Background: an optimization exercise with open tools, aiming at small area and a short achievable clock period. Do not read the settings as production practice. For this run, only the layout was checked, not whether the RTL still works. Power and IR drop assume default switching activity.

--- design/flow/flow/run.sh ---
#!/bin/bash
# Standard layout, with strong buffers on the ports, sizing free to change a
# cell's footprint, and timing repair aiming 5.4 ns past the 8 ns clock. The
# make output goes to flow_make.log here; each ORFS step keeps its own log
# under orfs/logs.
set -euo pipefail
bash standard.sh \
    BUFFER_PORTS_ARGS="-buffer_cell sky130_fd_sc_hd__buf_4" \
    MATCH_CELL_FOOTPRINT=0 \
    SETUP_SLACK_MARGIN=5.4 \
    finish > flow_make.log 2>&1
--- design/flow/standard.sh ---
#!/bin/bash
# synth_recipe.tcl (not shown) runs the flow's synth.tcl, then flattens the netlist and writes it again
# the make line also repeats each setting of config.mk as NAME=value (left out here)
make -C /OpenROAD-flow-scripts/flow DESIGN_CONFIG=/design/flow/config.mk WORK_HOME=/design/flow/orfs CLKGATE_MAP_FILE= SYNTH_SCRIPT=/design/flow/synth_recipe.tcl "${@:-finish}"
--- design/flow/config.mk ---
export PLATFORM = sky130hd
export DESIGN_NAME = fc_layer
export DESIGN_NICKNAME = fc_layer
export VERILOG_FILES = /design/flow/design.v
export SDC_FILE = /design/flow/constraint.sdc
export NUM_CORES = 4
export LEC_CHECK = 0
export CAP_MARGIN = 20
export CORE_MARGIN = 2
export CORE_UTILIZATION = 58
export CTS_CLUSTER_DIAMETER = 100
export CTS_CLUSTER_SIZE = 20
export SLEW_MARGIN = 20
--- design/flow/constraint.sdc ---
create_clock -name core_clock -period 8.0 [get_ports {clk}]
set_input_delay 1.6000 -clock core_clock [delete_from_list [all_inputs] [get_ports {clk}]]
set_output_delay 1.6000 -clock core_clock [all_outputs]
set_load 0.01 [all_outputs]
--- design/flow/design.v ---
`timescale 1ns/1ps
module fc_layer (
    input  logic        clk,
    input  logic        rstn,
    input  logic        r_valid,
    input  logic [31:0] in_data,
    output logic        t_valid,
    output logic [31:0] out_data
);
    logic [3:0] cnt;
    logic       w_first, w_second, w_weight, w_bias;
    assign w_first  = r_valid && (cnt == 4'd2 || cnt == 4'd4 || cnt == 4'd6 || cnt == 4'd8);
    assign w_second = r_valid && (cnt == 4'd3 || cnt == 4'd5 || cnt == 4'd7 || cnt == 4'd9);
    assign w_weight = w_first || w_second;
    assign w_bias   = r_valid && (cnt == 4'd10);
    logic       start0;   
    logic       fin0;     
    logic       sb0;      
    logic [1:0] nid0;     
    always_ff @(posedge clk or negedge rstn) begin
        if (!rstn) begin
            cnt <= '0;
            sb0 <= 1'b0;
        end else begin
            if (r_valid) cnt <= (cnt == 4'd10) ? 4'd0 : cnt + 4'd1;
            sb0 <= w_bias;
        end
    end
    always_ff @(posedge clk) begin
        start0 <= w_first;
        fin0   <= w_second && (cnt != 4'd9);
        nid0   <= cnt[2:1] - 2'd1;
    end
    logic [31:0] feat_a, feat_b, feat_p;
    always_ff @(posedge clk) begin
        if (r_valid && cnt == 4'd0) feat_a <= in_data;
        if (r_valid && cnt == 4'd1) feat_b <= in_data;
        feat_p <= (cnt == 4'd10) ? 32'h0100_0000 : cnt[0] ? feat_b : feat_a;
    end
    logic [3:0] neg0, one0, two0, neg1, one1, two1, neg2, one2, two2, neg3, one3, two3;
    for (genvar k = 0; k < 4; k++) begin : g_enc
        logic [8:0] wx;
        logic [3:0] ng, on, tw;
        logic [3:0] ng_q, on_q, tw_q;
        assign wx = {in_data[8*k +: 8], 1'b0};
        for (genvar m = 0; m < 4; m++) begin : g_dig
            assign ng[m] = wx[2*m+2];
            assign on[m] = wx[2*m+1] ^ wx[2*m];
            assign tw[m] = (wx[2*m+2] & ~wx[2*m+1] & ~wx[2*m]) | (~wx[2*m+2] & wx[2*m+1] & wx[2*m]);
        end
        always_ff @(posedge clk) begin
            ng_q <= ng & {4{r_valid}};
            on_q <= on & {4{r_valid}};
            tw_q <= tw & {4{r_valid}};
        end
    end
    assign {neg0, one0, two0} = {g_enc[0].ng_q, g_enc[0].on_q, g_enc[0].tw_q};
    assign {neg1, one1, two1} = {g_enc[1].ng_q, g_enc[1].on_q, g_enc[1].tw_q};
    assign {neg2, one2, two2} = {g_enc[2].ng_q, g_enc[2].on_q, g_enc[2].tw_q};
    assign {neg3, one3, two3} = {g_enc[3].ng_q, g_enc[3].on_q, g_enc[3].tw_q};
    logic [7:0] bias_b [3];
    assign bias_b[0] = {neg0[3], one0[3] ^ neg0[2], neg0[2], one0[2] ^ neg0[1], neg0[1], one0[1] ^ neg0[0], neg0[0], one0[0]};
    assign bias_b[1] = {neg1[3], one1[3] ^ neg1[2], neg1[2], one1[2] ^ neg1[1], neg1[1], one1[1] ^ neg1[0], neg1[0], one1[0]};
    assign bias_b[2] = {neg2[3], one2[3] ^ neg2[2], neg2[2], one2[2] ^ neg2[1], neg2[1], one2[1] ^ neg2[0], neg2[0], one2[0]};
    logic [7:0] xf0, xf1, xf2, xf3;
    assign {xf3, xf2, xf1, xf0} = feat_p;
    logic [18:0] acc_s, acc_c, acc_sk, acc_ck;
    logic        keep1;
    assign acc_sk = acc_s & {19{keep1}};
    assign acc_ck = acc_c & {19{keep1}};
    wire r0 = ((one0[0] & xf0[0])) ^ neg0[0];
    wire r1 = ((one0[0] & xf0[1]) | (two0[0] & xf0[0])) ^ neg0[0];
    wire r2 = ((one0[0] & xf0[2]) | (two0[0] & xf0[1])) ^ neg0[0];
    wire r3 = ((one0[0] & xf0[3]) | (two0[0] & xf0[2])) ^ neg0[0];
    wire r4 = ((one0[0] & xf0[4]) | (two0[0] & xf0[3])) ^ neg0[0];
    wire r5 = ((one0[0] & xf0[5]) | (two0[0] & xf0[4])) ^ neg0[0];
    wire r6 = ((one0[0] & xf0[6]) | (two0[0] & xf0[5])) ^ neg0[0];
    wire r7 = ((one0[0] & xf0[7]) | (two0[0] & xf0[6])) ^ neg0[0];
    wire r8 = ((one0[0] & xf0[7]) | (two0[0] & xf0[7])) ^ neg0[0];
    wire r9 = ~(((one0[0] & xf0[7]) | (two0[0] & xf0[7])) ^ neg0[0]);
    wire r10 = ((one0[1] & xf0[0])) ^ neg0[1];
    wire r11 = ((one0[1] & xf0[1]) | (two0[1] & xf0[0])) ^ neg0[1];
    wire r12 = ((one0[1] & xf0[2]) | (two0[1] & xf0[1])) ^ neg0[1];
    wire r13 = ((one0[1] & xf0[3]) | (two0[1] & xf0[2])) ^ neg0[1];
    wire r14 = ((one0[1] & xf0[4]) | (two0[1] & xf0[3])) ^ neg0[1];
    wire r15 = ((one0[1] & xf0[5]) | (two0[1] & xf0[4])) ^ neg0[1];
    wire r16 = ((one0[1] & xf0[6]) | (two0[1] & xf0[5])) ^ neg0[1];
    wire r17 = ((one0[1] & xf0[7]) | (two0[1] & xf0[6])) ^ neg0[1];
    wire r18 = ((one0[1] & xf0[7]) | (two0[1] & xf0[7])) ^ neg0[1];
    wire r19 = ~(((one0[1] & xf0[7]) | (two0[1] & xf0[7])) ^ neg0[1]);
    wire r20 = ((one0[2] & xf0[0])) ^ neg0[2];
    wire r21 = ((one0[2] & xf0[1]) | (two0[2] & xf0[0])) ^ neg0[2];
    wire r22 = ((one0[2] & xf0[2]) | (two0[2] & xf0[1])) ^ neg0[2];
    wire r23 = ((one0[2] & xf0[3]) | (two0[2] & xf0[2])) ^ neg0[2];
    wire r24 = ((one0[2] & xf0[4]) | (two0[2] & xf0[3])) ^ neg0[2];
    wire r25 = ((one0[2] & xf0[5]) | (two0[2] & xf0[4])) ^ neg0[2];
    wire r26 = ((one0[2] & xf0[6]) | (two0[2] & xf0[5])) ^ neg0[2];
    wire r27 = ((one0[2] & xf0[7]) | (two0[2] & xf0[6])) ^ neg0[2];
    wire r28 = ((one0[2] & xf0[7]) | (two0[2] & xf0[7])) ^ neg0[2];
    wire r29 = ~(((one0[2] & xf0[7]) | (two0[2] & xf0[7])) ^ neg0[2]);
    wire r30 = ((one0[3] & xf0[0])) ^ neg0[3];
    wire r31 = ((one0[3] & xf0[1]) | (two0[3] & xf0[0])) ^ neg0[3];
    wire r32 = ((one0[3] & xf0[2]) | (two0[3] & xf0[1])) ^ neg0[3];
    wire r33 = ((one0[3] & xf0[3]) | (two0[3] & xf0[2])) ^ neg0[3];
    wire r34 = ((one0[3] & xf0[4]) | (two0[3] & xf0[3])) ^ neg0[3];
    wire r35 = ((one0[3] & xf0[5]) | (two0[3] & xf0[4])) ^ neg0[3];
    wire r36 = ((one0[3] & xf0[6]) | (two0[3] & xf0[5])) ^ neg0[3];
    wire r37 = ((one0[3] & xf0[7]) | (two0[3] & xf0[6])) ^ neg0[3];
    wire r38 = ((one0[3] & xf0[7]) | (two0[3] & xf0[7])) ^ neg0[3];
    wire r39 = ~(((one0[3] & xf0[7]) | (two0[3] & xf0[7])) ^ neg0[3]);
    wire r40 = ((one1[0] & xf1[0])) ^ neg1[0];
    wire r41 = ((one1[0] & xf1[1]) | (two1[0] & xf1[0])) ^ neg1[0];
    wire r42 = ((one1[0] & xf1[2]) | (two1[0] & xf1[1])) ^ neg1[0];
    wire r43 = ((one1[0] & xf1[3]) | (two1[0] & xf1[2])) ^ neg1[0];
    wire r44 = ((one1[0] & xf1[4]) | (two1[0] & xf1[3])) ^ neg1[0];
    wire r45 = ((one1[0] & xf1[5]) | (two1[0] & xf1[4])) ^ neg1[0];
    wire r46 = ((one1[0] & xf1[6]) | (two1[0] & xf1[5])) ^ neg1[0];
    wire r47 = ((one1[0] & xf1[7]) | (two1[0] & xf1[6])) ^ neg1[0];
    wire r48 = ((one1[0] & xf1[7]) | (two1[0] & xf1[7])) ^ neg1[0];
    wire r49 = ~(((one1[0] & xf1[7]) | (two1[0] & xf1[7])) ^ neg1[0]);
    wire r50 = ((one1[1] & xf1[0])) ^ neg1[1];
    wire r51 = ((one1[1] & xf1[1]) | (two1[1] & xf1[0])) ^ neg1[1];
    wire r52 = ((one1[1] & xf1[2]) | (two1[1] & xf1[1])) ^ neg1[1];
    wire r53 = ((one1[1] & xf1[3]) | (two1[1] & xf1[2])) ^ neg1[1];
    wire r54 = ((one1[1] & xf1[4]) | (two1[1] & xf1[3])) ^ neg1[1];
    wire r55 = ((one1[1] & xf1[5]) | (two1[1] & xf1[4])) ^ neg1[1];
    wire r56 = ((one1[1] & xf1[6]) | (two1[1] & xf1[5])) ^ neg1[1];
    wire r57 = ((one1[1] & xf1[7]) | (two1[1] & xf1[6])) ^ neg1[1];
    wire r58 = ((one1[1] & xf1[7]) | (two1[1] & xf1[7])) ^ neg1[1];
    wire r59 = ~(((one1[1] & xf1[7]) | (two1[1] & xf1[7])) ^ neg1[1]);
    wire r60 = ((one1[2] & xf1[0])) ^ neg1[2];
    wire r61 = ((one1[2] & xf1[1]) | (two1[2] & xf1[0])) ^ neg1[2];
    wire r62 = ((one1[2] & xf1[2]) | (two1[2] & xf1[1])) ^ neg1[2];
    wire r63 = ((one1[2] & xf1[3]) | (two1[2] & xf1[2])) ^ neg1[2];
    wire r64 = ((one1[2] & xf1[4]) | (two1[2] & xf1[3])) ^ neg1[2];
    wire r65 = ((one1[2] & xf1[5]) | (two1[2] & xf1[4])) ^ neg1[2];
    wire r66 = ((one1[2] & xf1[6]) | (two1[2] & xf1[5])) ^ neg1[2];
    wire r67 = ((one1[2] & xf1[7]) | (two1[2] & xf1[6])) ^ neg1[2];
    wire r68 = ((one1[2] & xf1[7]) | (two1[2] & xf1[7])) ^ neg1[2];
    wire r69 = ~(((one1[2] & xf1[7]) | (two1[2] & xf1[7])) ^ neg1[2]);
    wire r70 = ((one1[3] & xf1[0])) ^ neg1[3];
    wire r71 = ((one1[3] & xf1[1]) | (two1[3] & xf1[0])) ^ neg1[3];
    wire r72 = ((one1[3] & xf1[2]) | (two1[3] & xf1[1])) ^ neg1[3];
    wire r73 = ((one1[3] & xf1[3]) | (two1[3] & xf1[2])) ^ neg1[3];
    wire r74 = ((one1[3] & xf1[4]) | (two1[3] & xf1[3])) ^ neg1[3];
    wire r75 = ((one1[3] & xf1[5]) | (two1[3] & xf1[4])) ^ neg1[3];
    wire r76 = ((one1[3] & xf1[6]) | (two1[3] & xf1[5])) ^ neg1[3];
    wire r77 = ((one1[3] & xf1[7]) | (two1[3] & xf1[6])) ^ neg1[3];
    wire r78 = ((one1[3] & xf1[7]) | (two1[3] & xf1[7])) ^ neg1[3];
    wire r79 = ~(((one1[3] & xf1[7]) | (two1[3] & xf1[7])) ^ neg1[3]);
    wire r80 = ((one2[0] & xf2[0])) ^ neg2[0];
    wire r81 = ((one2[0] & xf2[1]) | (two2[0] & xf2[0])) ^ neg2[0];
    wire r82 = ((one2[0] & xf2[2]) | (two2[0] & xf2[1])) ^ neg2[0];
    wire r83 = ((one2[0] & xf2[3]) | (two2[0] & xf2[2])) ^ neg2[0];
    wire r84 = ((one2[0] & xf2[4]) | (two2[0] & xf2[3])) ^ neg2[0];
    wire r85 = ((one2[0] & xf2[5]) | (two2[0] & xf2[4])) ^ neg2[0];
    wire r86 = ((one2[0] & xf2[6]) | (two2[0] & xf2[5])) ^ neg2[0];
    wire r87 = ((one2[0] & xf2[7]) | (two2[0] & xf2[6])) ^ neg2[0];
    wire r88 = ((one2[0] & xf2[7]) | (two2[0] & xf2[7])) ^ neg2[0];
    wire r89 = ~(((one2[0] & xf2[7]) | (two2[0] & xf2[7])) ^ neg2[0]);
    wire r90 = ((one2[1] & xf2[0])) ^ neg2[1];
    wire r91 = ((one2[1] & xf2[1]) | (two2[1] & xf2[0])) ^ neg2[1];
    wire r92 = ((one2[1] & xf2[2]) | (two2[1] & xf2[1])) ^ neg2[1];
    wire r93 = ((one2[1] & xf2[3]) | (two2[1] & xf2[2])) ^ neg2[1];
    wire r94 = ((one2[1] & xf2[4]) | (two2[1] & xf2[3])) ^ neg2[1];
    wire r95 = ((one2[1] & xf2[5]) | (two2[1] & xf2[4])) ^ neg2[1];
    wire r96 = ((one2[1] & xf2[6]) | (two2[1] & xf2[5])) ^ neg2[1];
    wire r97 = ((one2[1] & xf2[7]) | (two2[1] & xf2[6])) ^ neg2[1];
    wire r98 = ((one2[1] & xf2[7]) | (two2[1] & xf2[7])) ^ neg2[1];
    wire r99 = ~(((one2[1] & xf2[7]) | (two2[1] & xf2[7])) ^ neg2[1]);
    wire r100 = ((one2[2] & xf2[0])) ^ neg2[2];
    wire r101 = ((one2[2] & xf2[1]) | (two2[2] & xf2[0])) ^ neg2[2];
    wire r102 = ((one2[2] & xf2[2]) | (two2[2] & xf2[1])) ^ neg2[2];
    wire r103 = ((one2[2] & xf2[3]) | (two2[2] & xf2[2])) ^ neg2[2];
    wire r104 = ((one2[2] & xf2[4]) | (two2[2] & xf2[3])) ^ neg2[2];
    wire r105 = ((one2[2] & xf2[5]) | (two2[2] & xf2[4])) ^ neg2[2];
    wire r106 = ((one2[2] & xf2[6]) | (two2[2] & xf2[5])) ^ neg2[2];
    wire r107 = ((one2[2] & xf2[7]) | (two2[2] & xf2[6])) ^ neg2[2];
    wire r108 = ((one2[2] & xf2[7]) | (two2[2] & xf2[7])) ^ neg2[2];
    wire r109 = ~(((one2[2] & xf2[7]) | (two2[2] & xf2[7])) ^ neg2[2]);
    wire r110 = ((one2[3] & xf2[0])) ^ neg2[3];
    wire r111 = ((one2[3] & xf2[1]) | (two2[3] & xf2[0])) ^ neg2[3];
    wire r112 = ((one2[3] & xf2[2]) | (two2[3] & xf2[1])) ^ neg2[3];
    wire r113 = ((one2[3] & xf2[3]) | (two2[3] & xf2[2])) ^ neg2[3];
    wire r114 = ((one2[3] & xf2[4]) | (two2[3] & xf2[3])) ^ neg2[3];
    wire r115 = ((one2[3] & xf2[5]) | (two2[3] & xf2[4])) ^ neg2[3];
    wire r116 = ((one2[3] & xf2[6]) | (two2[3] & xf2[5])) ^ neg2[3];
    wire r117 = ((one2[3] & xf2[7]) | (two2[3] & xf2[6])) ^ neg2[3];
    wire r118 = ((one2[3] & xf2[7]) | (two2[3] & xf2[7])) ^ neg2[3];
    wire r119 = ~(((one2[3] & xf2[7]) | (two2[3] & xf2[7])) ^ neg2[3]);
    wire r120 = ((one3[0] & xf3[0])) ^ neg3[0];
    wire r121 = ((one3[0] & xf3[1]) | (two3[0] & xf3[0])) ^ neg3[0];
    wire r122 = ((one3[0] & xf3[2]) | (two3[0] & xf3[1])) ^ neg3[0];
    wire r123 = ((one3[0] & xf3[3]) | (two3[0] & xf3[2])) ^ neg3[0];
    wire r124 = ((one3[0] & xf3[4]) | (two3[0] & xf3[3])) ^ neg3[0];
    wire r125 = ((one3[0] & xf3[5]) | (two3[0] & xf3[4])) ^ neg3[0];
    wire r126 = ((one3[0] & xf3[6]) | (two3[0] & xf3[5])) ^ neg3[0];
    wire r127 = ((one3[0] & xf3[7]) | (two3[0] & xf3[6])) ^ neg3[0];
    wire r128 = ((one3[0] & xf3[7]) | (two3[0] & xf3[7])) ^ neg3[0];
    wire r129 = ~(((one3[0] & xf3[7]) | (two3[0] & xf3[7])) ^ neg3[0]);
    wire r130 = ((one3[1] & xf3[0])) ^ neg3[1];
    wire r131 = ((one3[1] & xf3[1]) | (two3[1] & xf3[0])) ^ neg3[1];
    wire r132 = ((one3[1] & xf3[2]) | (two3[1] & xf3[1])) ^ neg3[1];
    wire r133 = ((one3[1] & xf3[3]) | (two3[1] & xf3[2])) ^ neg3[1];
    wire r134 = ((one3[1] & xf3[4]) | (two3[1] & xf3[3])) ^ neg3[1];
    wire r135 = ((one3[1] & xf3[5]) | (two3[1] & xf3[4])) ^ neg3[1];
    wire r136 = ((one3[1] & xf3[6]) | (two3[1] & xf3[5])) ^ neg3[1];
    wire r137 = ((one3[1] & xf3[7]) | (two3[1] & xf3[6])) ^ neg3[1];
    wire r138 = ((one3[1] & xf3[7]) | (two3[1] & xf3[7])) ^ neg3[1];
    wire r139 = ~(((one3[1] & xf3[7]) | (two3[1] & xf3[7])) ^ neg3[1]);
    wire r140 = ((one3[2] & xf3[0])) ^ neg3[2];
    wire r141 = ((one3[2] & xf3[1]) | (two3[2] & xf3[0])) ^ neg3[2];
    wire r142 = ((one3[2] & xf3[2]) | (two3[2] & xf3[1])) ^ neg3[2];
    wire r143 = ((one3[2] & xf3[3]) | (two3[2] & xf3[2])) ^ neg3[2];
    wire r144 = ((one3[2] & xf3[4]) | (two3[2] & xf3[3])) ^ neg3[2];
    wire r145 = ((one3[2] & xf3[5]) | (two3[2] & xf3[4])) ^ neg3[2];
    wire r146 = ((one3[2] & xf3[6]) | (two3[2] & xf3[5])) ^ neg3[2];
    wire r147 = ((one3[2] & xf3[7]) | (two3[2] & xf3[6])) ^ neg3[2];
    wire r148 = ((one3[2] & xf3[7]) | (two3[2] & xf3[7])) ^ neg3[2];
    wire r149 = ~(((one3[2] & xf3[7]) | (two3[2] & xf3[7])) ^ neg3[2]);
    wire r150 = ((one3[3] & xf3[0])) ^ neg3[3];
    wire r151 = ((one3[3] & xf3[1]) | (two3[3] & xf3[0])) ^ neg3[3];
    wire r152 = ((one3[3] & xf3[2]) | (two3[3] & xf3[1])) ^ neg3[3];
    wire r153 = ((one3[3] & xf3[3]) | (two3[3] & xf3[2])) ^ neg3[3];
    wire r154 = ((one3[3] & xf3[4]) | (two3[3] & xf3[3])) ^ neg3[3];
    wire r155 = ((one3[3] & xf3[5]) | (two3[3] & xf3[4])) ^ neg3[3];
    wire r156 = ((one3[3] & xf3[6]) | (two3[3] & xf3[5])) ^ neg3[3];
    wire r157 = ((one3[3] & xf3[7]) | (two3[3] & xf3[6])) ^ neg3[3];
    wire r158 = ((one3[3] & xf3[7]) | (two3[3] & xf3[7])) ^ neg3[3];
    wire r159 = ~(((one3[3] & xf3[7]) | (two3[3] & xf3[7])) ^ neg3[3]);
    wire x160 = neg0[0] ^ neg1[0];
    wire s161 = x160 ^ neg2[0];
    wire c162 = (neg0[0] & neg1[0]) | (neg2[0] & x160);
    wire x163 = neg0[1] ^ neg1[1];
    wire s164 = x163 ^ neg2[1];
    wire c165 = (neg0[1] & neg1[1]) | (neg2[1] & x163);
    wire x166 = neg3[1] ^ r2;
    wire s167 = x166 ^ r10;
    wire c168 = (neg3[1] & r2) | (r10 & x166);
    wire x169 = r42 ^ r50;
    wire s170 = x169 ^ r82;
    wire c171 = (r42 & r50) | (r82 & x169);
    wire x172 = c165 ^ r3;
    wire s173 = x172 ^ r11;
    wire c174 = (c165 & r3) | (r11 & x172);
    wire x175 = r43 ^ r51;
    wire s176 = x175 ^ r83;
    wire c177 = (r43 & r51) | (r83 & x175);
    wire s178 = r91 ^ r123;
    wire c179 = r91 & r123;
    wire x180 = neg0[2] ^ neg1[2];
    wire s181 = x180 ^ neg2[2];
    wire c182 = (neg0[2] & neg1[2]) | (neg2[2] & x180);
    wire x183 = neg3[2] ^ r4;
    wire s184 = x183 ^ r12;
    wire c185 = (neg3[2] & r4) | (r12 & x183);
    wire x186 = r20 ^ r44;
    wire s187 = x186 ^ r52;
    wire c188 = (r20 & r44) | (r52 & x186);
    wire x189 = r60 ^ r84;
    wire s190 = x189 ^ r92;
    wire c191 = (r60 & r84) | (r92 & x189);
    wire x192 = r100 ^ r124;
    wire s193 = x192 ^ r132;
    wire c194 = (r100 & r124) | (r132 & x192);
    wire x195 = r140 ^ s181;
    wire s196 = x195 ^ c179;
    wire c197 = (r140 & s181) | (c179 & x195);
    wire s198 = c174 ^ c177;
    wire c199 = c174 & c177;
    wire x200 = c182 ^ r5;
    wire s201 = x200 ^ r13;
    wire c202 = (c182 & r5) | (r13 & x200);
    wire x203 = r21 ^ r45;
    wire s204 = x203 ^ r53;
    wire c205 = (r21 & r45) | (r53 & x203);
    wire x206 = r61 ^ r85;
    wire s207 = x206 ^ r93;
    wire c208 = (r61 & r85) | (r93 & x206);
    wire x209 = r101 ^ r125;
    wire s210 = x209 ^ r133;
    wire c211 = (r101 & r125) | (r133 & x209);
    wire x212 = r141 ^ c185;
    wire s213 = x212 ^ c188;
    wire c214 = (r141 & c185) | (c188 & x212);
    wire x215 = c191 ^ c194;
    wire s216 = x215 ^ s201;
    wire c217 = (c191 & c194) | (s201 & x215);
    wire s218 = s204 ^ s207;
    wire c219 = s204 & s207;
    wire x220 = neg0[3] ^ neg1[3];
    wire s221 = x220 ^ neg2[3];
    wire c222 = (neg0[3] & neg1[3]) | (neg2[3] & x220);
    wire x223 = neg3[3] ^ r6;
    wire s224 = x223 ^ r14;
    wire c225 = (neg3[3] & r6) | (r14 & x223);
    wire x226 = r22 ^ r30;
    wire s227 = x226 ^ r46;
    wire c228 = (r22 & r30) | (r46 & x226);
    wire x229 = r54 ^ r62;
    wire s230 = x229 ^ r70;
    wire c231 = (r54 & r62) | (r70 & x229);
    wire x232 = r86 ^ r94;
    wire s233 = x232 ^ r102;
    wire c234 = (r86 & r94) | (r102 & x232);
    wire x235 = r110 ^ r126;
    wire s236 = x235 ^ r134;
    wire c237 = (r110 & r126) | (r134 & x235);
    wire x238 = r142 ^ r150;
    wire s239 = x238 ^ s221;
    wire c240 = (r142 & r150) | (s221 & x238);
    wire x241 = c202 ^ c205;
    wire s242 = x241 ^ c208;
    wire c243 = (c202 & c205) | (c208 & x241);
    wire x244 = c211 ^ s224;
    wire s245 = x244 ^ s227;
    wire c246 = (c211 & s224) | (s227 & x244);
    wire x247 = s230 ^ s233;
    wire s248 = x247 ^ s236;
    wire c249 = (s230 & s233) | (s236 & x247);
    wire s250 = s239 ^ c219;
    wire c251 = s239 & c219;
    wire x252 = c222 ^ r7;
    wire s253 = x252 ^ r15;
    wire c254 = (c222 & r7) | (r15 & x252);
    wire x255 = r23 ^ r31;
    wire s256 = x255 ^ r47;
    wire c257 = (r23 & r31) | (r47 & x255);
    wire x258 = r55 ^ r63;
    wire s259 = x258 ^ r71;
    wire c260 = (r55 & r63) | (r71 & x258);
    wire x261 = r87 ^ r95;
    wire s262 = x261 ^ r103;
    wire c263 = (r87 & r95) | (r103 & x261);
    wire x264 = r111 ^ r127;
    wire s265 = x264 ^ r135;
    wire c266 = (r111 & r127) | (r135 & x264);
    wire x267 = r143 ^ r151;
    wire s268 = x267 ^ c225;
    wire c269 = (r143 & r151) | (c225 & x267);
    wire x270 = c228 ^ c231;
    wire s271 = x270 ^ c234;
    wire c272 = (c228 & c231) | (c234 & x270);
    wire x273 = c237 ^ c240;
    wire s274 = x273 ^ s253;
    wire c275 = (c237 & c240) | (s253 & x273);
    wire x276 = s256 ^ s259;
    wire s277 = x276 ^ s262;
    wire c278 = (s256 & s259) | (s262 & x276);
    wire x279 = s265 ^ c243;
    wire s280 = x279 ^ c246;
    wire c281 = (s265 & c243) | (c246 & x279);
    wire s282 = c249 ^ s268;
    wire c283 = c249 & s268;
    wire x284 = r8 ^ r16;
    wire s285 = x284 ^ r24;
    wire c286 = (r8 & r16) | (r24 & x284);
    wire x287 = r32 ^ r48;
    wire s288 = x287 ^ r56;
    wire c289 = (r32 & r48) | (r56 & x287);
    wire x290 = r64 ^ r72;
    wire s291 = x290 ^ r88;
    wire c292 = (r64 & r72) | (r88 & x290);
    wire x293 = r96 ^ r104;
    wire s294 = x293 ^ r112;
    wire c295 = (r96 & r104) | (r112 & x293);
    wire x296 = r128 ^ r136;
    wire s297 = x296 ^ r144;
    wire c298 = (r128 & r136) | (r144 & x296);
    wire x299 = r152 ^ c254;
    wire s300 = x299 ^ c257;
    wire c301 = (r152 & c254) | (c257 & x299);
    wire x302 = c260 ^ c263;
    wire s303 = x302 ^ c266;
    wire c304 = (c260 & c263) | (c266 & x302);
    wire x305 = s285 ^ s288;
    wire s306 = x305 ^ s291;
    wire c307 = (s285 & s288) | (s291 & x305);
    wire x308 = s294 ^ s297;
    wire s309 = x308 ^ c269;
    wire c310 = (s294 & s297) | (c269 & x308);
    wire x311 = c272 ^ c275;
    wire s312 = x311 ^ c278;
    wire c313 = (c272 & c275) | (c278 & x311);
    wire s314 = s300 ^ s303;
    wire c315 = s300 & s303;
    wire x316 = r9 ^ r17;
    wire s317 = x316 ^ r25;
    wire c318 = (r9 & r17) | (r25 & x316);
    wire x319 = r33 ^ r49;
    wire s320 = x319 ^ r57;
    wire c321 = (r33 & r49) | (r57 & x319);
    wire x322 = r65 ^ r73;
    wire s323 = x322 ^ r89;
    wire c324 = (r65 & r73) | (r89 & x322);
    wire x325 = r97 ^ r105;
    wire s326 = x325 ^ r113;
    wire c327 = (r97 & r105) | (r113 & x325);
    wire x328 = r129 ^ r137;
    wire s329 = x328 ^ r145;
    wire c330 = (r129 & r137) | (r145 & x328);
    wire x331 = r153 ^ c286;
    wire s332 = x331 ^ c289;
    wire c333 = (r153 & c286) | (c289 & x331);
    wire x334 = c292 ^ c295;
    wire s335 = x334 ^ c298;
    wire c336 = (c292 & c295) | (c298 & x334);
    wire x337 = s317 ^ s320;
    wire s338 = x337 ^ s323;
    wire c339 = (s317 & s320) | (s323 & x337);
    wire x340 = s326 ^ s329;
    wire s341 = x340 ^ c301;
    wire c342 = (s326 & s329) | (c301 & x340);
    wire x343 = c304 ^ c307;
    wire s344 = x343 ^ s332;
    wire c345 = (c304 & c307) | (s332 & x343);
    wire s346 = s335 ^ s338;
    wire c347 = s335 & s338;
    wire x348 = r18 ^ r26;
    wire s349 = x348 ^ r34;
    wire c350 = (r18 & r26) | (r34 & x348);
    wire x351 = r58 ^ r66;
    wire s352 = x351 ^ r74;
    wire c353 = (r58 & r66) | (r74 & x351);
    wire x354 = r98 ^ r106;
    wire s355 = x354 ^ r114;
    wire c356 = (r98 & r106) | (r114 & x354);
    wire x357 = r138 ^ r146;
    wire s358 = x357 ^ r154;
    wire c359 = (r138 & r146) | (r154 & x357);
    wire x360 = c318 ^ c321;
    wire s361 = x360 ^ c324;
    wire c362 = (c318 & c321) | (c324 & x360);
    wire x363 = c327 ^ c330;
    wire s364 = x363 ^ s349;
    wire c365 = (c327 & c330) | (s349 & x363);
    wire x366 = s352 ^ s355;
    wire s367 = x366 ^ s358;
    wire c368 = (s352 & s355) | (s358 & x366);
    wire x369 = c333 ^ c336;
    wire s370 = x369 ^ c339;
    wire c371 = (c333 & c336) | (c339 & x369);
    wire s372 = s361 ^ s364;
    wire c373 = s361 & s364;
    wire x374 = 1'b1 ^ r19;
    wire s375 = x374 ^ r27;
    wire c376 = (1'b1 & r19) | (r27 & x374);
    wire x377 = r35 ^ r59;
    wire s378 = x377 ^ r67;
    wire c379 = (r35 & r59) | (r67 & x377);
    wire x380 = r75 ^ r99;
    wire s381 = x380 ^ r107;
    wire c382 = (r75 & r99) | (r107 & x380);
    wire x383 = r115 ^ r139;
    wire s384 = x383 ^ r147;
    wire c385 = (r115 & r139) | (r147 & x383);
    wire x386 = r155 ^ c350;
    wire s387 = x386 ^ c353;
    wire c388 = (r155 & c350) | (c353 & x386);
    wire x389 = c356 ^ c359;
    wire s390 = x389 ^ s375;
    wire c391 = (c356 & c359) | (s375 & x389);
    wire x392 = s378 ^ s381;
    wire s393 = x392 ^ s384;
    wire c394 = (s378 & s381) | (s384 & x392);
    wire x395 = c362 ^ c365;
    wire s396 = x395 ^ c368;
    wire c397 = (c362 & c365) | (c368 & x395);
    wire x398 = 1'b1 ^ r28;
    wire s399 = x398 ^ r36;
    wire c400 = (1'b1 & r28) | (r36 & x398);
    wire x401 = r68 ^ r76;
    wire s402 = x401 ^ r108;
    wire c403 = (r68 & r76) | (r108 & x401);
    wire x404 = r116 ^ r148;
    wire s405 = x404 ^ r156;
    wire c406 = (r116 & r148) | (r156 & x404);
    wire x407 = c376 ^ c379;
    wire s408 = x407 ^ c382;
    wire c409 = (c376 & c379) | (c382 & x407);
    wire x410 = c385 ^ s399;
    wire s411 = x410 ^ s402;
    wire c412 = (c385 & s399) | (s402 & x410);
    wire s413 = s405 ^ c388;
    wire c414 = s405 & c388;
    wire x415 = r29 ^ r37;
    wire s416 = x415 ^ r69;
    wire c417 = (r29 & r37) | (r69 & x415);
    wire x418 = r77 ^ r109;
    wire s419 = x418 ^ r117;
    wire c420 = (r77 & r109) | (r117 & x418);
    wire x421 = r149 ^ r157;
    wire s422 = x421 ^ c400;
    wire c423 = (r149 & r157) | (c400 & x421);
    wire x424 = c403 ^ c406;
    wire s425 = x424 ^ s416;
    wire c426 = (c403 & c406) | (s416 & x424);
    wire x427 = 1'b1 ^ r38;
    wire s428 = x427 ^ r78;
    wire c429 = (1'b1 & r38) | (r78 & x427);
    wire s430 = r118 ^ r158;
    wire c431 = r118 & r158;
    wire x432 = neg3[0] ^ r0;
    wire s433 = x432 ^ r40;
    wire c434 = (neg3[0] & r0) | (r40 & x432);
    wire x435 = r80 ^ r120;
    wire s436 = x435 ^ s161;
    wire c437 = (r80 & r120) | (s161 & x435);
    wire x438 = c162 ^ r1;
    wire s439 = x438 ^ r41;
    wire c440 = (c162 & r1) | (r41 & x438);
    wire x441 = r81 ^ r121;
    wire s442 = x441 ^ c434;
    wire c443 = (r81 & r121) | (c434 & x441);
    wire s444 = c437 ^ s439;
    wire c445 = c437 & s439;
    wire x446 = r90 ^ r122;
    wire s447 = x446 ^ r130;
    wire c448 = (r90 & r122) | (r130 & x446);
    wire x449 = s164 ^ c440;
    wire s450 = x449 ^ s167;
    wire c451 = (s164 & c440) | (s167 & x449);
    wire x452 = s170 ^ s447;
    wire s453 = x452 ^ c445;
    wire c454 = (s170 & s447) | (c445 & x452);
    wire x455 = r131 ^ s178;
    wire s456 = x455 ^ c168;
    wire c457 = (r131 & s178) | (c168 & x455);
    wire x458 = c171 ^ c448;
    wire s459 = x458 ^ s173;
    wire c460 = (c171 & c448) | (s173 & x458);
    wire x461 = s176 ^ c451;
    wire s462 = x461 ^ s456;
    wire c463 = (s176 & c451) | (s456 & x461);
    wire x464 = s184 ^ s187;
    wire s465 = x464 ^ s190;
    wire c466 = (s184 & s187) | (s190 & x464);
    wire x467 = s193 ^ s198;
    wire s468 = x467 ^ s196;
    wire c469 = (s193 & s198) | (s196 & x467);
    wire x470 = s210 ^ c197;
    wire s471 = x470 ^ c199;
    wire c472 = (s210 & c197) | (c199 & x470);
    wire x473 = s218 ^ s213;
    wire s474 = x473 ^ c466;
    wire c475 = (s218 & s213) | (c466 & x473);
    wire x476 = c214 ^ c217;
    wire s477 = x476 ^ s242;
    wire c478 = (c214 & c217) | (s242 & x476);
    wire x479 = c391 ^ c394;
    wire s480 = x479 ^ s408;
    wire c481 = (c391 & c394) | (s408 & x479);
    wire x482 = s419 ^ c409;
    wire s483 = x482 ^ c412;
    wire c484 = (s419 & c409) | (c412 & x482);
    wire x485 = s430 ^ c417;
    wire s486 = x485 ^ c420;
    wire c487 = (s430 & c417) | (c420 & x485);
    wire x488 = s428 ^ c423;
    wire s489 = x488 ^ c426;
    wire c490 = (s428 & c423) | (c426 & x488);
    wire x491 = r39 ^ r79;
    wire s492 = x491 ^ r119;
    wire c493 = (r39 & r79) | (r119 & x491);
    wire x494 = r159 ^ c431;
    wire s495 = x494 ^ c429;
    wire c496 = (r159 & c431) | (c429 & x494);
    wire x497 = s492 ^ c487;
    wire s498 = x497 ^ s495;
    wire c499 = (s492 & c487) | (s495 & x497);
    wire x500 = 1'b1 ^ c493;
    wire s501 = x500 ^ c496;
    wire c502 = (1'b1 & c493) | (c496 & x500);
    logic pa0_0, pa0_1, pa1_0, pa1_1, pa2_0, pa2_1, pa2_2, pa3_0, pa3_1, pa3_2, pa4_0, pa4_1, pa4_2, pa4_3, pa4_4, pa5_0, pa5_1, pa5_2, pa5_3, pa6_0, pa6_1, pa6_2, pa6_3, pa6_4, pa6_5, pa7_0, pa7_1, pa7_2, pa7_3, pa7_4, pa7_5, pa7_6, pa8_0, pa8_1, pa8_2, pa8_3, pa8_4, pa8_5, pa9_0, pa9_1, pa9_2, pa9_3, pa9_4, pa9_5, pa10_0, pa10_1, pa10_2, pa10_3, pa10_4, pa10_5, pa11_0, pa11_1, pa11_2, pa11_3, pa11_4, pa11_5, pa12_0, pa12_1, pa12_2, pa12_3, pa13_0, pa13_1, pa13_2, pa13_3, pa13_4, pa14_0, pa14_1, pa14_2, pa15_0, pa15_1, pa16_0, pa16_1, pa17_0;
    always_ff @(posedge clk) begin
        pa0_0 <= s433;
        pa0_1 <= s436;
        pa1_0 <= s442;
        pa1_1 <= s444;
        pa2_0 <= c443;
        pa2_1 <= s450;
        pa2_2 <= s453;
        pa3_0 <= s459;
        pa3_1 <= c454;
        pa3_2 <= s462;
        pa4_0 <= c457;
        pa4_1 <= c460;
        pa4_2 <= s465;
        pa4_3 <= s468;
        pa4_4 <= c463;
        pa5_0 <= s216;
        pa5_1 <= c469;
        pa5_2 <= s471;
        pa5_3 <= s474;
        pa6_0 <= s245;
        pa6_1 <= s248;
        pa6_2 <= s250;
        pa6_3 <= c472;
        pa6_4 <= c475;
        pa6_5 <= s477;
        pa7_0 <= s271;
        pa7_1 <= c251;
        pa7_2 <= s274;
        pa7_3 <= s277;
        pa7_4 <= s282;
        pa7_5 <= c478;
        pa7_6 <= s280;
        pa8_0 <= s306;
        pa8_1 <= c283;
        pa8_2 <= s314;
        pa8_3 <= c281;
        pa8_4 <= s309;
        pa8_5 <= s312;
        pa9_0 <= c315;
        pa9_1 <= c310;
        pa9_2 <= s346;
        pa9_3 <= c313;
        pa9_4 <= s341;
        pa9_5 <= s344;
        pa10_0 <= s367;
        pa10_1 <= c347;
        pa10_2 <= c342;
        pa10_3 <= s372;
        pa10_4 <= c345;
        pa10_5 <= s370;
        pa11_0 <= s387;
        pa11_1 <= s390;
        pa11_2 <= s393;
        pa11_3 <= c373;
        pa11_4 <= c371;
        pa11_5 <= s396;
        pa12_0 <= s411;
        pa12_1 <= s413;
        pa12_2 <= c397;
        pa12_3 <= s480;
        pa13_0 <= s422;
        pa13_1 <= s425;
        pa13_2 <= c414;
        pa13_3 <= c481;
        pa13_4 <= s483;
        pa14_0 <= s486;
        pa14_1 <= c484;
        pa14_2 <= s489;
        pa15_0 <= c490;
        pa15_1 <= s498;
        pa16_0 <= c499;
        pa16_1 <= s501;
        pa17_0 <= c502;
    end
    wire x503 = pa0_0 ^ pa0_1;
    wire s504 = x503 ^ acc_sk[0];
    wire c505 = (pa0_0 & pa0_1) | (acc_sk[0] & x503);
    wire x506 = pa1_0 ^ pa1_1;
    wire s507 = x506 ^ acc_sk[1];
    wire c508 = (pa1_0 & pa1_1) | (acc_sk[1] & x506);
    wire s509 = acc_ck[1] ^ c505;
    wire c510 = acc_ck[1] & c505;
    wire x511 = pa2_0 ^ pa2_1;
    wire s512 = x511 ^ pa2_2;
    wire c513 = (pa2_0 & pa2_1) | (pa2_2 & x511);
    wire x514 = acc_sk[2] ^ acc_ck[2];
    wire s515 = x514 ^ s512;
    wire c516 = (acc_sk[2] & acc_ck[2]) | (s512 & x514);
    wire s517 = c508 ^ c510;
    wire c518 = c508 & c510;
    wire x519 = pa3_0 ^ pa3_1;
    wire s520 = x519 ^ pa3_2;
    wire c521 = (pa3_0 & pa3_1) | (pa3_2 & x519);
    wire x522 = acc_sk[3] ^ acc_ck[3];
    wire s523 = x522 ^ c513;
    wire c524 = (acc_sk[3] & acc_ck[3]) | (c513 & x522);
    wire x525 = s520 ^ c516;
    wire s526 = x525 ^ s523;
    wire c527 = (s520 & c516) | (s523 & x525);
    wire x528 = pa4_0 ^ pa4_1;
    wire s529 = x528 ^ pa4_2;
    wire c530 = (pa4_0 & pa4_1) | (pa4_2 & x528);
    wire x531 = pa4_3 ^ pa4_4;
    wire s532 = x531 ^ acc_sk[4];
    wire c533 = (pa4_3 & pa4_4) | (acc_sk[4] & x531);
    wire x534 = acc_ck[4] ^ c521;
    wire s535 = x534 ^ s529;
    wire c536 = (acc_ck[4] & c521) | (s529 & x534);
    wire x537 = s532 ^ c524;
    wire s538 = x537 ^ s535;
    wire c539 = (s532 & c524) | (s535 & x537);
    wire x540 = pa5_0 ^ pa5_1;
    wire s541 = x540 ^ pa5_2;
    wire c542 = (pa5_0 & pa5_1) | (pa5_2 & x540);
    wire x543 = pa5_3 ^ acc_sk[5];
    wire s544 = x543 ^ acc_ck[5];
    wire c545 = (pa5_3 & acc_sk[5]) | (acc_ck[5] & x543);
    wire x546 = c530 ^ s541;
    wire s547 = x546 ^ c533;
    wire c548 = (c530 & s541) | (c533 & x546);
    wire x549 = s544 ^ c536;
    wire s550 = x549 ^ s547;
    wire c551 = (s544 & c536) | (s547 & x549);
    wire x552 = pa6_0 ^ pa6_1;
    wire s553 = x552 ^ pa6_2;
    wire c554 = (pa6_0 & pa6_1) | (pa6_2 & x552);
    wire x555 = pa6_3 ^ pa6_4;
    wire s556 = x555 ^ pa6_5;
    wire c557 = (pa6_3 & pa6_4) | (pa6_5 & x555);
    wire x558 = acc_sk[6] ^ acc_ck[6];
    wire s559 = x558 ^ c542;
    wire c560 = (acc_sk[6] & acc_ck[6]) | (c542 & x558);
    wire x561 = s553 ^ s556;
    wire s562 = x561 ^ c545;
    wire c563 = (s553 & s556) | (c545 & x561);
    wire x564 = s559 ^ c548;
    wire s565 = x564 ^ s562;
    wire c566 = (s559 & c548) | (s562 & x564);
    wire x567 = pa7_0 ^ pa7_1;
    wire s568 = x567 ^ pa7_2;
    wire c569 = (pa7_0 & pa7_1) | (pa7_2 & x567);
    wire x570 = pa7_3 ^ pa7_4;
    wire s571 = x570 ^ pa7_5;
    wire c572 = (pa7_3 & pa7_4) | (pa7_5 & x570);
    wire x573 = pa7_6 ^ acc_sk[7];
    wire s574 = x573 ^ acc_ck[7];
    wire c575 = (pa7_6 & acc_sk[7]) | (acc_ck[7] & x573);
    wire x576 = c554 ^ c557;
    wire s577 = x576 ^ s568;
    wire c578 = (c554 & c557) | (s568 & x576);
    wire x579 = s571 ^ s574;
    wire s580 = x579 ^ c560;
    wire c581 = (s571 & s574) | (c560 & x579);
    wire x582 = s577 ^ c563;
    wire s583 = x582 ^ s580;
    wire c584 = (s577 & c563) | (s580 & x582);
    wire x585 = pa8_0 ^ pa8_1;
    wire s586 = x585 ^ pa8_2;
    wire c587 = (pa8_0 & pa8_1) | (pa8_2 & x585);
    wire x588 = pa8_3 ^ pa8_4;
    wire s589 = x588 ^ pa8_5;
    wire c590 = (pa8_3 & pa8_4) | (pa8_5 & x588);
    wire x591 = acc_sk[8] ^ acc_ck[8];
    wire s592 = x591 ^ c569;
    wire c593 = (acc_sk[8] & acc_ck[8]) | (c569 & x591);
    wire x594 = c572 ^ s586;
    wire s595 = x594 ^ s589;
    wire c596 = (c572 & s586) | (s589 & x594);
    wire x597 = c575 ^ c578;
    wire s598 = x597 ^ s592;
    wire c599 = (c575 & c578) | (s592 & x597);
    wire x600 = s595 ^ c581;
    wire s601 = x600 ^ s598;
    wire c602 = (s595 & c581) | (s598 & x600);
    wire x603 = pa9_0 ^ pa9_1;
    wire s604 = x603 ^ pa9_2;
    wire c605 = (pa9_0 & pa9_1) | (pa9_2 & x603);
    wire x606 = pa9_3 ^ pa9_4;
    wire s607 = x606 ^ pa9_5;
    wire c608 = (pa9_3 & pa9_4) | (pa9_5 & x606);
    wire x609 = acc_sk[9] ^ acc_ck[9];
    wire s610 = x609 ^ c587;
    wire c611 = (acc_sk[9] & acc_ck[9]) | (c587 & x609);
    wire x612 = c590 ^ s604;
    wire s613 = x612 ^ s607;
    wire c614 = (c590 & s604) | (s607 & x612);
    wire x615 = c593 ^ c596;
    wire s616 = x615 ^ s610;
    wire c617 = (c593 & c596) | (s610 & x615);
    wire x618 = s613 ^ c599;
    wire s619 = x618 ^ s616;
    wire c620 = (s613 & c599) | (s616 & x618);
    wire x621 = pa10_0 ^ pa10_1;
    wire s622 = x621 ^ pa10_2;
    wire c623 = (pa10_0 & pa10_1) | (pa10_2 & x621);
    wire x624 = pa10_3 ^ pa10_4;
    wire s625 = x624 ^ pa10_5;
    wire c626 = (pa10_3 & pa10_4) | (pa10_5 & x624);
    wire x627 = acc_sk[10] ^ acc_ck[10];
    wire s628 = x627 ^ c605;
    wire c629 = (acc_sk[10] & acc_ck[10]) | (c605 & x627);
    wire x630 = c608 ^ s622;
    wire s631 = x630 ^ s625;
    wire c632 = (c608 & s622) | (s625 & x630);
    wire x633 = c611 ^ c614;
    wire s634 = x633 ^ s628;
    wire c635 = (c611 & c614) | (s628 & x633);
    wire x636 = s631 ^ c617;
    wire s637 = x636 ^ s634;
    wire c638 = (s631 & c617) | (s634 & x636);
    wire x639 = pa11_0 ^ pa11_1;
    wire s640 = x639 ^ pa11_2;
    wire c641 = (pa11_0 & pa11_1) | (pa11_2 & x639);
    wire x642 = pa11_3 ^ pa11_4;
    wire s643 = x642 ^ pa11_5;
    wire c644 = (pa11_3 & pa11_4) | (pa11_5 & x642);
    wire x645 = acc_sk[11] ^ acc_ck[11];
    wire s646 = x645 ^ c623;
    wire c647 = (acc_sk[11] & acc_ck[11]) | (c623 & x645);
    wire x648 = c626 ^ s640;
    wire s649 = x648 ^ s643;
    wire c650 = (c626 & s640) | (s643 & x648);
    wire x651 = c629 ^ c632;
    wire s652 = x651 ^ s646;
    wire c653 = (c629 & c632) | (s646 & x651);
    wire x654 = s649 ^ c635;
    wire s655 = x654 ^ s652;
    wire c656 = (s649 & c635) | (s652 & x654);
    wire x657 = pa12_0 ^ pa12_1;
    wire s658 = x657 ^ pa12_2;
    wire c659 = (pa12_0 & pa12_1) | (pa12_2 & x657);
    wire x660 = pa12_3 ^ acc_sk[12];
    wire s661 = x660 ^ acc_ck[12];
    wire c662 = (pa12_3 & acc_sk[12]) | (acc_ck[12] & x660);
    wire x663 = c641 ^ c644;
    wire s664 = x663 ^ s658;
    wire c665 = (c641 & c644) | (s658 & x663);
    wire x666 = s661 ^ c647;
    wire s667 = x666 ^ c650;
    wire c668 = (s661 & c647) | (c650 & x666);
    wire x669 = s664 ^ c653;
    wire s670 = x669 ^ s667;
    wire c671 = (s664 & c653) | (s667 & x669);
    wire x672 = pa13_0 ^ pa13_1;
    wire s673 = x672 ^ pa13_2;
    wire c674 = (pa13_0 & pa13_1) | (pa13_2 & x672);
    wire x675 = pa13_3 ^ pa13_4;
    wire s676 = x675 ^ acc_sk[13];
    wire c677 = (pa13_3 & pa13_4) | (acc_sk[13] & x675);
    wire x678 = acc_ck[13] ^ c659;
    wire s679 = x678 ^ s673;
    wire c680 = (acc_ck[13] & c659) | (s673 & x678);
    wire x681 = c662 ^ s676;
    wire s682 = x681 ^ c665;
    wire c683 = (c662 & s676) | (c665 & x681);
    wire x684 = s679 ^ c668;
    wire s685 = x684 ^ s682;
    wire c686 = (s679 & c668) | (s682 & x684);
    wire x687 = pa14_0 ^ pa14_1;
    wire s688 = x687 ^ pa14_2;
    wire c689 = (pa14_0 & pa14_1) | (pa14_2 & x687);
    wire x690 = acc_sk[14] ^ acc_ck[14];
    wire s691 = x690 ^ c674;
    wire c692 = (acc_sk[14] & acc_ck[14]) | (c674 & x690);
    wire x693 = s688 ^ c677;
    wire s694 = x693 ^ c680;
    wire c695 = (s688 & c677) | (c680 & x693);
    wire x696 = s691 ^ c683;
    wire s697 = x696 ^ s694;
    wire c698 = (s691 & c683) | (s694 & x696);
    wire x699 = pa15_0 ^ pa15_1;
    wire s700 = x699 ^ acc_sk[15];
    wire c701 = (pa15_0 & pa15_1) | (acc_sk[15] & x699);
    wire x702 = acc_ck[15] ^ c689;
    wire s703 = x702 ^ s700;
    wire c704 = (acc_ck[15] & c689) | (s700 & x702);
    wire x705 = c692 ^ s703;
    wire s706 = x705 ^ c695;
    wire c707 = (c692 & s703) | (c695 & x705);
    wire x708 = pa16_0 ^ pa16_1;
    wire s709 = x708 ^ acc_sk[16];
    wire c710 = (pa16_0 & pa16_1) | (acc_sk[16] & x708);
    wire x711 = acc_ck[16] ^ c701;
    wire s712 = x711 ^ s709;
    wire c713 = (acc_ck[16] & c701) | (s709 & x711);
    wire s714 = c704 ^ s712;
    wire c715 = c704 & s712;
    wire x716 = pa17_0 ^ acc_sk[17];
    wire s717 = x716 ^ acc_ck[17];
    wire c718 = (pa17_0 & acc_sk[17]) | (acc_ck[17] & x716);
    wire x719 = c710 ^ s717;
    wire s720 = x719 ^ c713;
    wire c721 = (c710 & s717) | (c713 & x719);
    wire x722 = 1'b1 ^ acc_sk[18];
    wire s723 = x722 ^ acc_ck[18];
    wire s724 = c718 ^ s723;
    always_ff @(posedge clk) begin
        acc_s <= {c721, c715, c707, c698, c686, c671, c656, c638, c620, c602, c584, c566, c551, c539, c527, c518, s515, s507, acc_ck[0]};
        acc_c <= {s724, s720, s714, s706, s697, s685, s670, s655, s637, s619, s601, s583, s565, s550, s538, s526, s517, s509, s504};
    end
    logic       fin1, sb1, fin2, sb2, sb3;
    logic [1:0] nid1, nid2;
    always_ff @(posedge clk or negedge rstn) begin
        if (!rstn) begin
            sb1     <= 1'b0;
            sb2     <= 1'b0;
            sb3     <= 1'b0;
        end else begin
            sb1     <= sb0;
            sb2     <= sb1;
            sb3     <= sb2;
        end
    end
    always_ff @(posedge clk) begin
        t_valid <= sb3;
        keep1 <= !start0;
        fin1  <= fin0;
        nid1  <= nid0;
        fin2  <= fin1;
        nid2  <= nid1;
    end
    logic [18:0] tot;
    assign tot = acc_s + acc_c;
    logic signed [10:0] tot_hi;
    assign tot_hi = tot[18:8];
    logic signed [10:0] held_h [3];
    logic [7:0]         held_l [3];
    always_ff @(posedge clk) begin
        for (int j = 0; j < 3; j++) begin
            if (fin2 && nid2 == 2'(j)) begin
                held_h[j] <= tot_hi;
                held_l[j] <= tot[7:0];
            end
        end
    end
    function automatic logic [7:0] sat(input logic signed [11:0] z);
        if (z > 12'sd127) sat = 8'h7f;
        else if (z < -12'sd128) sat = 8'h80;
        else sat = z[7:0];
    endfunction
    logic [7:0] res [3];
    logic [2:0] bias_co, bias_neg;
    for (genvar j = 0; j < 3; j++) begin : g_fin
        logic [8:0] lo_sum;
        logic [7:0] u;
        logic       at_top, at_bot;
        assign u      = sat({held_h[j][10], held_h[j]});
        assign at_top = (held_h[j] > 11'sd126) || (held_h[j] < -11'sd128);
        assign at_bot = (held_h[j] > 11'sd127) || (held_h[j] < -11'sd127);
        assign lo_sum = {1'b0, held_l[j]} + {1'b0, bias_b[j]};
        always_ff @(posedge clk) begin
            if (sb0) begin
                bias_co[j]  <= lo_sum[8];
                bias_neg[j] <= bias_b[j][7];
            end
        end
        assign res[j] = (bias_co[j] && !bias_neg[j] && !at_top) ? u + 8'd1 :
                        (!bias_co[j] && bias_neg[j] && !at_bot) ? u - 8'd1 : u;
    end
    logic signed [10:0] tot_hq;
    always_ff @(posedge clk) tot_hq <= tot_hi;
    always_ff @(posedge clk) begin
        for (int j = 0; j < 3; j++)
            out_data[31-8*j -: 8] <= res[j];
        out_data[7:0] <= (tot_hq > 11'sd127) ? 8'h7f : (tot_hq < -11'sd128) ? 8'h80 : tot_hq[7:0];
    end
endmodule
==> impl_metrics.ini <==
[sta]
worst_pin_slew_ns = 1.01
setup_violations = 0
skew_ns = 0.0230
fmax_ghz = 0.383
min_period_over_period = 0.326
slew_viol_final = 0
rsz0062_at_grt = yes
fin_crit_ns = 2.61
max_slew_margin = 0.325
worst_slack_ns = 5.39
hold_viol = 0
tns_ns = 0

[global_route]
grt_max_degree = 42
grt_pass1_wl_um = 73600
grt_pass1_vias = 13100
overflow = 0
antenna_found_initial = 0
track_usage = 0.264

[clocking]
root_buffer = clkbuf_16
path_clk_slew_ns = 0.08
numCtsBuffers = 23
tritoncts = done
cts.sinks = 381
cts_buffer_depth = 3
clk_latency_ns = 0.56
htreeDepth = 1

[final_layout]
nNetsFinal = 2157
area_growth_pct = 10.1
drive_gt1_frac = 0.143
n_antenna_cell = 0
fin_util = 0.650

[power]
vdd_drop_max_v = 0.000385
total_leakage_power_nw = 9.23
power_density_mw_per_mm2 = 423

[setup_path]
arrival_ns = 3.03
crit_type = flip-flop to flip-flop
worstSetupStartpointType = flip-flop
rrSetupSlack_ns = 5.39
worstPathRequired_ns = 8.42
worst_setup_path_end_kind = flip-flop
critPathMaxFanout = 4

[die]
dieArea_mm2 = 0.0367
io_pins = 68
die_height_um = 191
num_rows = 68
core_area_mm2 = 0.0345
initial_core_util = 0.590
die_x_um = 191

[drt]
vias_per_cell = 5.48
routedWlPerCell_um = 19.7
drc = 0
drt_wl_total_um = 46400
vias = 12900
drt_first_pass_iters = 5
drtIter0Drc = 865
ant_nets = 0

[yosys]
synth_top_area_frac = 0.242
synth_seq_cells = 381
syn_area_per_cell_um2 = 11.0
ys_warn_count = 5
synthTopCellsByArea = dfxtp_1, edfxtp_1, fa_1
synthesis.area_mm2 = 0.0204
syn_nets = 2135
syn_inst = 1860
ys.flop_type = dfxtp_1
ys_seq_area_frac = 0.438
async_flop_share = 0.0210
synth_area_leader_cell = dfxtp_1
ys_types = 75
synth_edf_count = 127

[flow_run]
cap_violations = 0

[run_status]
status = no timing/DRC/antenna violations

[placed_design]
port_buffers = 67
pre_cts_slack_ns = 4.22
gp_congestion = 0.928
dp_hpwl_um = 35700

[min_path]
hold_path_class = flip-flop to flip-flop
-- routing by layer --
layer	routed length (µm)	track usage	up-vias
met2	23100	0.457	315
met5	0	0	-
met1	19600	0.344	6327
met3	1960	0.0321	69
met4	1770	0.0929	0
li1	-	-	6180
-- worst paths after layout --
kind,from,end,depth (start not counted)
setup / recovery,acc_c[0]$_DFF_P_,held_h[1][8]$_DFFE_PP_,11
hold / removal,nid0[1]$_DFF_P_,nid1[1]$_DFF_P_,0
setup reg to reg,acc_c[0]$_DFF_P_,held_h[1][8]$_DFFE_PP_,11
hold reg to reg,nid0[1]$_DFF_P_,nid1[1]$_DFF_P_,0
max in group asynchronous,rstn,cnt[0]$_DFFE_PN0P_,1
min in group asynchronous,rstn,cnt[2]$_DFFE_PN0P_,1
-- kinds of logic after synthesis --
| logic type | synth area share |
|---|---|
| buffers and inverters | 0.0604 |
| DFF | 0.438 |
| AOI/OAI and AO/OA | 0.101 |
| muxes | 0.0152 |
| xor gates and xnor gates | 0.0838 |
| adders and majority gates | 0.211 |
| and+or+nand+nor | 0.0896 |
-- worst max-delay path, stage by stage (launching register included) --
cell and delay (ns):
dfxtp_2 0.34, ha_4 0.16, inv_2 0.05, fa_2 0.21
nor2b_2 0.05, o31a_1 0.32, o211a_1 0.28, o211ai_1 0.41
a21boi_2 0.12, buf_4 0.14, o211ai_1 0.21, buf_4 0.19
-- flip-flops by register name (all words and copies together) (netlist names), 2 cells and up --
name        flops
feat_a         32
bias_neg        3
tot_hq         11
acc_s          19
acc_c          19
out_data       32
g_enc.tw_q     16
cnt             4
held_l         24
nid2            2
held_h         33
nid0            2
g_enc.ng_q     16
nid1            2
feat_b         32
bias_co         3
g_enc.on_q     16
feat_p         32
-- cells in the mapped netlist (5+ instances only) --
cell	number
dfxtp_1	246
inv_1	211
fa_1	174
nor2_1	134
xnor2_1	129
edfxtp_1	127
a22oi_1	115
clkbuf_1	99
nand2_1	87
ha_1	66
xor2_1	66
a21oi_1	64
o21ai_0	52
and2_1	38
mux2i_1	31
nor3_1	28
nand3_1	22
nor2b_1	16
a31oi_1	9
a21o_1	8
dfrtp_1	8
or3_1	8
or2_2	7
o21a_1	6
a211oi_1	5
nand3b_1	5
o31ai_1	5
or3b_2	5
-- stage by stage --
| stage | power (mW) | hold slack (ns) | cells | cell area, µm² |
|---|---|---|---|---|
| after global placement | 8.00 | 0.310 | 2281 | 21100 |
| final | 9.50 | 0.329 | 2351 | 22400 |
| after CTS | 9.54 | 0.332 | 2336 | 22200 |
| after floorplan | 6.59 | 0.310 | 1860 | 20400 |
| after detailed placement | 8.20 | 0.314 | 2281 | 21100 |
| after global routing | 10.5 | 0.336 | 2351 | 22400 |
-- power breakdown --
| group | switching [mW] | internal (mW) | leakage [nW] |
|---|---|---|---|
| Sequential | 0.543 | 2.92 | 3.33 |
| Clock | 0.631 | 0.547 | 0.314 |
| Combinational | 2.79 | 2.07 | 5.59 |
-- placed cells by master (no fill, tap or decap), types with 8 or more instances in the layout --
cell / Yosys / routed
dfxtp_4: 0 / 16
nor2_1: 134 / 131
nor2b_1: 16 / 15
a31oi_1: 9 / 9
nor3_1: 28 / 27
nand2_1: 87 / 86
a21oi_1: 64 / 64
xor2_1: 66 / 65
fa_1: 174 / 171
or3_1: 8 / 8
a21o_1: 8 / 8
a22oi_1: 115 / 115
clkbuf_1: 99 / 14
ha_1: 66 / 64
buf_4: 0 / 68
nand3_1: 22 / 22
xnor2_1: 129 / 123
o21ai_0: 52 / 47
buf_6: 1 / 35
inv_1: 211 / 210
and2_1: 38 / 38
dfxtp_2: 0 / 63
mux2i_1: 31 / 31
edfxtp_1: 127 / 127
clkbuf_16: 0 / 23
dfxtp_1: 246 / 167
-- repair_timing --
action,4_1_cts,5_1_grt
pin swaps,12,11
hold buffers,0,0
endpoints found under the setup margin,176,100
gates cloned,2,0
buffers inserted,14,15
gates resized for setup,103,62
-- final cells by class --
cell class	count	area, µm²
flip-flops and latches	381	9080
inverters	217	826
well taps	455	569
repair inverters	1	5.00
repair buffers	103	905
fillers	2839	12100
clock buffers	37	628
clock inverters	2	28.8
multi-input cells	1155	10400

## separate check: timing with driven ports
The flow's constraints put no driver on any port. The routed layout listed below was extracted and timed again, unchanged, in two steps.
Step 1 (the two cells are an assumption about what drives the block):
set clk [get_ports {clk}]
set_driving_cell -lib_cell sky130_fd_sc_hd__clkbuf_16 $clk
set_driving_cell -lib_cell sky130_fd_sc_hd__buf_2 [delete_from_list [all_inputs] $clk]
Step 2 moves the port delays by t, midway between the first and last clock arrival at a register: inputs arrive t later, outputs are due t later. That takes back most of the time a late clock gives input paths.
a / b / c = ideal / step 1 / step 2; a / b = the first two.
shift t [ns]: 0.603
setup slack, ns: 5.389 / 5.351 / 4.903
clock arrival spread, ns: 0.023 / 0.023
After both steps this run still meets setup and hold. For this run, drivers alone change the setup slack by -0.038 ns; drivers and shift together by -0.486 ns.
